Source: an optimization exercise on an open RTL-to-GDS flow (aim: small area). Production flows keep margins and buffers that such runs may drop. At most, simulation tests tie the RTL to the original design; equivalence was not proved. Power is estimated from default activity; no workload was simulated.

## the baseline
## efpga_test_top
module efpga_test_top (
  input  logic       CLK,
  input  logic       rst,
  input  logic       lint_req,
  input  logic       lint_wen,
  input  logic [19:0] lint_addr,
  input  logic [31:0] lint_wdata,
  input  logic [3:0]  lint_be,
  output logic       lint_gnt,
  output logic       lint_valid,
  output logic [31:0] lint_rdata,
  output logic [31:0] math_ctrl,
  output logic       math_clken,
  input  logic [31:0] math_result,
  output logic [31:0] gpio_out,
  output logic [31:0] gpio_oe,
  input  logic [31:0] gpio_in,
  output logic [11:0] ram_raddr,
  output logic [11:0] ram_waddr,
  output logic [31:0] ram_wdata,
  output logic       ram_we,
  output logic [31:0] ram_ctrl,
  input  logic [31:0] ram_rdata,
  output logic [56:0] tcdm,      
  output logic       tcdm_req,
  input  logic       tcdm_gnt,
  input  logic       tcdm_fmo,
  input  logic       tcdm_valid,
  input  logic [31:0] tcdm_rdata
);
clock: 5.0 ns
lec_check: 0
cap_margin: 20
core_margin: 2
core_utilization: 40
slew_margin: 20
synth_hierarchical: 1
synth_minimum_keep_size: 0
run.sh (not shown) runs the stock make flow with config.mk's settings and CLKGATE_MAP_FILE= SYNTH_SCRIPT=/design/flow/synth_recipe.tcl, a recipe that flattens the netlist after the stock synthesis.
What the candidate does differently from the baseline at the input level:
==> flow/flow/run.sh (new file) <==
#!/bin/bash
set -euo pipefail
cat standard.sh > standard_sh_copy.log
bash standard.sh \
  "BUFFER_PORTS_ARGS=-buffer_cell sky130_fd_sc_hd__buf_1" \
  finish > orfs_flow.log 2>&1
==> flow/standard.sh (new file) <==
#!/bin/bash
# synth_recipe.tcl (not shown) runs the flow's synth.tcl, then flattens the netlist and writes it again
# the make line also repeats each setting of config.mk as NAME=value (left out here)
make -C /OpenROAD-flow-scripts/flow DESIGN_CONFIG=/design/flow/config.mk WORK_HOME=/design/flow/orfs CLKGATE_MAP_FILE= SYNTH_SCRIPT=/design/flow/synth_recipe.tcl "${@:-finish}"
removed: flow/run.sh
--- outcome ---
The candidate vs the baseline on via count of the first global-routing pass: the candidate is the lower one.
The candidate ends up with a number of search-and-repair iterations in the first detailed-routing pass that is 1 higher than in the baseline.
Summary — via count, the candidate relative to the baseline: lower, by 1.6%.
No functional check of the RTL was part of any run of this note.


efpga_test_top, a different RTL version from the one above (not shown whole).
Size in the first run: about 470 I/O pins.
export LEC_CHECK = 0
export CAP_MARGIN = 0
export CORE_MARGIN = 2
export CORE_UTILIZATION = 50
export GPL_TIMING_DRIVEN = 0
export SLEW_MARGIN = 0
export SYNTH_HIERARCHICAL = 1
export SYNTH_MINIMUM_KEEP_SIZE = 0
create_clock -name core_clock -period 5.0 [get_ports {CLK}]
standard.sh (not shown) runs the stock make flow with config.mk's settings and CLKGATE_MAP_FILE= SYNTH_SCRIPT=/design/flow/synth_recipe.tcl, a recipe that flattens the netlist after the stock synthesis.
==> flow/flow/run.sh <==
#!/bin/bash
# The standard layout (standard.sh) with these changes:
#  - after the standard synthesis, every combinational cell is swapped for the
#    smallest-area drive strength of the same function (downsize.py); the
#    resizer later upsizes or buffers whatever timing, slew or load needs
#  - port buffers use the smallest buffer (buf_1)
#  - a clock tree of clkbuf_8 with sink clusters of up to 15, no dummy loads
# Each step's output goes to a log file of its own in this folder.
set -euo pipefail
R=orfs/results/sky130hd/efpga_test_top/base
LIB=$FLOW_HOME/platforms/sky130hd/lib/sky130_fd_sc_hd__tt_025C_1v80.lib
KNOBS=(
  "BUFFER_PORTS_ARGS=-buffer_cell sky130_fd_sc_hd__buf_1"
  "REMOVE_ABC_BUFFERS=1"
  "CTS_ARGS=-sink_clustering_enable -repair_clock_nets -dont_use_dummy_load -sink_clustering_size 15 -sink_clustering_max_diameter 60 -buf_list {sky130_fd_sc_hd__clkbuf_8}"
)
bash standard.sh "${KNOBS[@]}" synth > flow_synth.log 2>&1
cp $R/1_2_yosys.v yosys_standard.v
python3 flow/downsize.py "$LIB" yosys_standard.v $R/1_2_yosys.v > flow_downsize.log 2>&1
bash standard.sh "${KNOBS[@]}" finish > flow_layout.log 2>&1
Other scripts of this flow, unchanged in this note and not shown: flow/flow/downsize.py
The starting point completed with no timing, DRC or antenna violations.
Change:
--- a/flow/flow/run.sh
+++ b/flow/flow/run.sh
@@ -6,3 +6,3 @@
 #  - port buffers use the smallest buffer (buf_1)
-#  - a clock tree of clkbuf_8 with sink clusters of up to 15, no dummy loads
+#  - a clock tree of clkbuf_4 with sink clusters of up to 9, no dummy loads
 # Each step's output goes to a log file of its own in this folder.
@@ -14,3 +14,3 @@
   "REMOVE_ABC_BUFFERS=1"
-  "CTS_ARGS=-sink_clustering_enable -repair_clock_nets -dont_use_dummy_load -sink_clustering_size 15 -sink_clustering_max_diameter 60 -buf_list {sky130_fd_sc_hd__clkbuf_8}"
+  "CTS_ARGS=-sink_clustering_enable -repair_clock_nets -dont_use_dummy_load -sink_clustering_size 9 -sink_clustering_max_diameter 40 -buf_list {sky130_fd_sc_hd__clkbuf_4}"
 )
Core utilization hardly moves.
Design area stays flat.
Setup slack improves by 0.15 ns.
Die area is unchanged.
Count of clock-buffer cells in the layout went up by 17.
Cell count went up by 1.3%.
Worst hold slack hardly moves.
Change:
--- a/flow/flow/run.sh
+++ b/flow/flow/run.sh
@@ -6,3 +6,3 @@
 #  - port buffers use the smallest buffer (buf_1)
-#  - a clock tree of clkbuf_4 with sink clusters of up to 9, no dummy loads
+#  - a clock tree of clkbuf_8 with sink clusters of up to 15, no dummy loads
 # Each step's output goes to a log file of its own in this folder.
@@ -13,4 +13,3 @@
   "BUFFER_PORTS_ARGS=-buffer_cell sky130_fd_sc_hd__buf_1"
-  "REMOVE_ABC_BUFFERS=1"
-  "CTS_ARGS=-sink_clustering_enable -repair_clock_nets -dont_use_dummy_load -sink_clustering_size 9 -sink_clustering_max_diameter 40 -buf_list {sky130_fd_sc_hd__clkbuf_4}"
+  "CTS_ARGS=-sink_clustering_enable -repair_clock_nets -dont_use_dummy_load -sink_clustering_size 15 -sink_clustering_max_diameter 60 -buf_list {sky130_fd_sc_hd__clkbuf_8}"
 )
- GPL_TIMING_DRIVEN: 0 -> unset
Global-route usage grows by 1.2 points.
Clock-buffer cell count goes down by 16.
Routed wire length rose by 3.1%.
Die area is unchanged.
First-iteration DRC count fell by about 8%.
Via count hardly moves.


## before
efpga_test_top, a different RTL version from the one above (not shown whole).
For scale: roughly 930 cells after synthesis, roughly 470 I/O pins, roughly 11000 um2 of cells after synthesis.
export LEC_CHECK = 0
export CAP_MARGIN = 20
export CORE_MARGIN = 2
export CORE_UTILIZATION = 40
export SLEW_MARGIN = 20
export SYNTH_HIERARCHICAL = 1
export SYNTH_MINIMUM_KEEP_SIZE = 0
create_clock -name core_clock -period 5.0 [get_ports {CLK}]
==> flow/flow/run.sh <==
#!/bin/bash
# Standard ORFS layout (the standard.sh, standard synthesis unchanged) with
# the smallest buffer for the port buffers.
set -euo pipefail
bash standard.sh \
  "BUFFER_PORTS_ARGS=-buffer_cell sky130_fd_sc_hd__buf_1" \
  finish > orfs_flow.log 2>&1
before finished every step from synthesis to the final layout, and the layout passed the timing, design-rule and antenna checks.
Inputs modified between before and after:
# before
export LEC_CHECK = 0
export CAP_MARGIN = 20
export CORE_MARGIN = 2
export CORE_UTILIZATION = 40
export SLEW_MARGIN = 20
export SYNTH_HIERARCHICAL = 1
export SYNTH_MINIMUM_KEEP_SIZE = 0
create_clock -name core_clock -period 5.0 [get_ports {CLK}]
# after
export LEC_CHECK = 0
export CAP_MARGIN = 20
export CORE_MARGIN = 2
export CORE_UTILIZATION = 60
export SLEW_MARGIN = 20
export SYNTH_HIERARCHICAL = 1
export SYNTH_MINIMUM_KEEP_SIZE = 0
create_clock -name core_clock -period 5.0 [get_ports {CLK}]
==> flow/flow/run.sh <==
#!/bin/bash
set -euo pipefail
bash standard.sh \
  "BUFFER_PORTS_ARGS=-buffer_cell sky130_fd_sc_hd__buf_1" \
  "CTS_ARGS=-sink_clustering_enable -repair_clock_nets -dont_use_dummy_load -buf_list {sky130_fd_sc_hd__clkbuf_4 sky130_fd_sc_hd__clkbuf_8}" \
  finish > orfs_flow.log 2>&1
==> comparison <==
Between before and after, biggest cell delay along the critical path increased.
Taking before as the reference, in after part of the total power dissipated in the clock network went down by 8.3 points, number of nets in the layout now larger.
after has critical path depth below what before had.
Diff after..before | total of hold buffers inserted after clock tree synthesis | unchanged
[after vs before] power: lower in after
Both conditions hold for after: the flow ran to the end and the final layout passed the timing, design-rule and antenna checks.
Compared after vs before, and die area is down in after.
Status: clock input transition at the sequential cells of the worst setup and hold paths parity (before, after)
No functional check of the RTL was part of any run of this note.

==> port drivers added, routing unchanged <==
In the flow no input, the clock included, has a driving cell. The finished layouts below were timed again as built, in two steps. Step 1 sets driving cells, clkbuf_16 on the clock port and buf_2 on the other inputs (assumed; they add their load-dependent delay and slew). Step 2, shift: input delay + t, output delay - t, t = (earliest + latest rising clock arrival at the registers) / 2. This alone moves slack from input paths to output paths. Slacks: no drivers / after step 1 / after step 2; pairs: no drivers / after step 1.
run | t (ns) | setup slack, ns | worst hold slack (ns) | worst setup path at the end
the baseline | 0.615 | 1.518 / 1.543 / 0.928 | 0.467 / 0.467 / 0.467 | input to register
the candidate | 0.597 | 1.759 / 1.793 / 1.195 | 0.467 / 0.467 / 0.467 | input to register
the first run of note 2 | 0.591 | 1.142 / 1.164 / 0.573 | 0.476 / 0.476 / 0.476 | input to register
the second run of note 2 | 0.686 | 1.289 / 1.314 / 0.627 | 0.474 / 0.473 / 0.474 | input to register
the third run of note 2 | 0.575 | 1.637 / 1.664 / 1.089 | 0.402 / 0.402 / 0.402 | input to register
before | 0.590 | 2.031 / 2.057 / 1.467 | 0.467 / 0.467 / 0.467 | input to register
after | 0.576 | 2.037 / 2.056 / 1.480 | 0.466 / 0.466 / 0.466 | input to register
After both steps setup and hold are still met in every run listed. The setup slack of the second run of note 2, which loses most, moves by +0.025 ns with the drivers and by -0.662 ns with both steps.
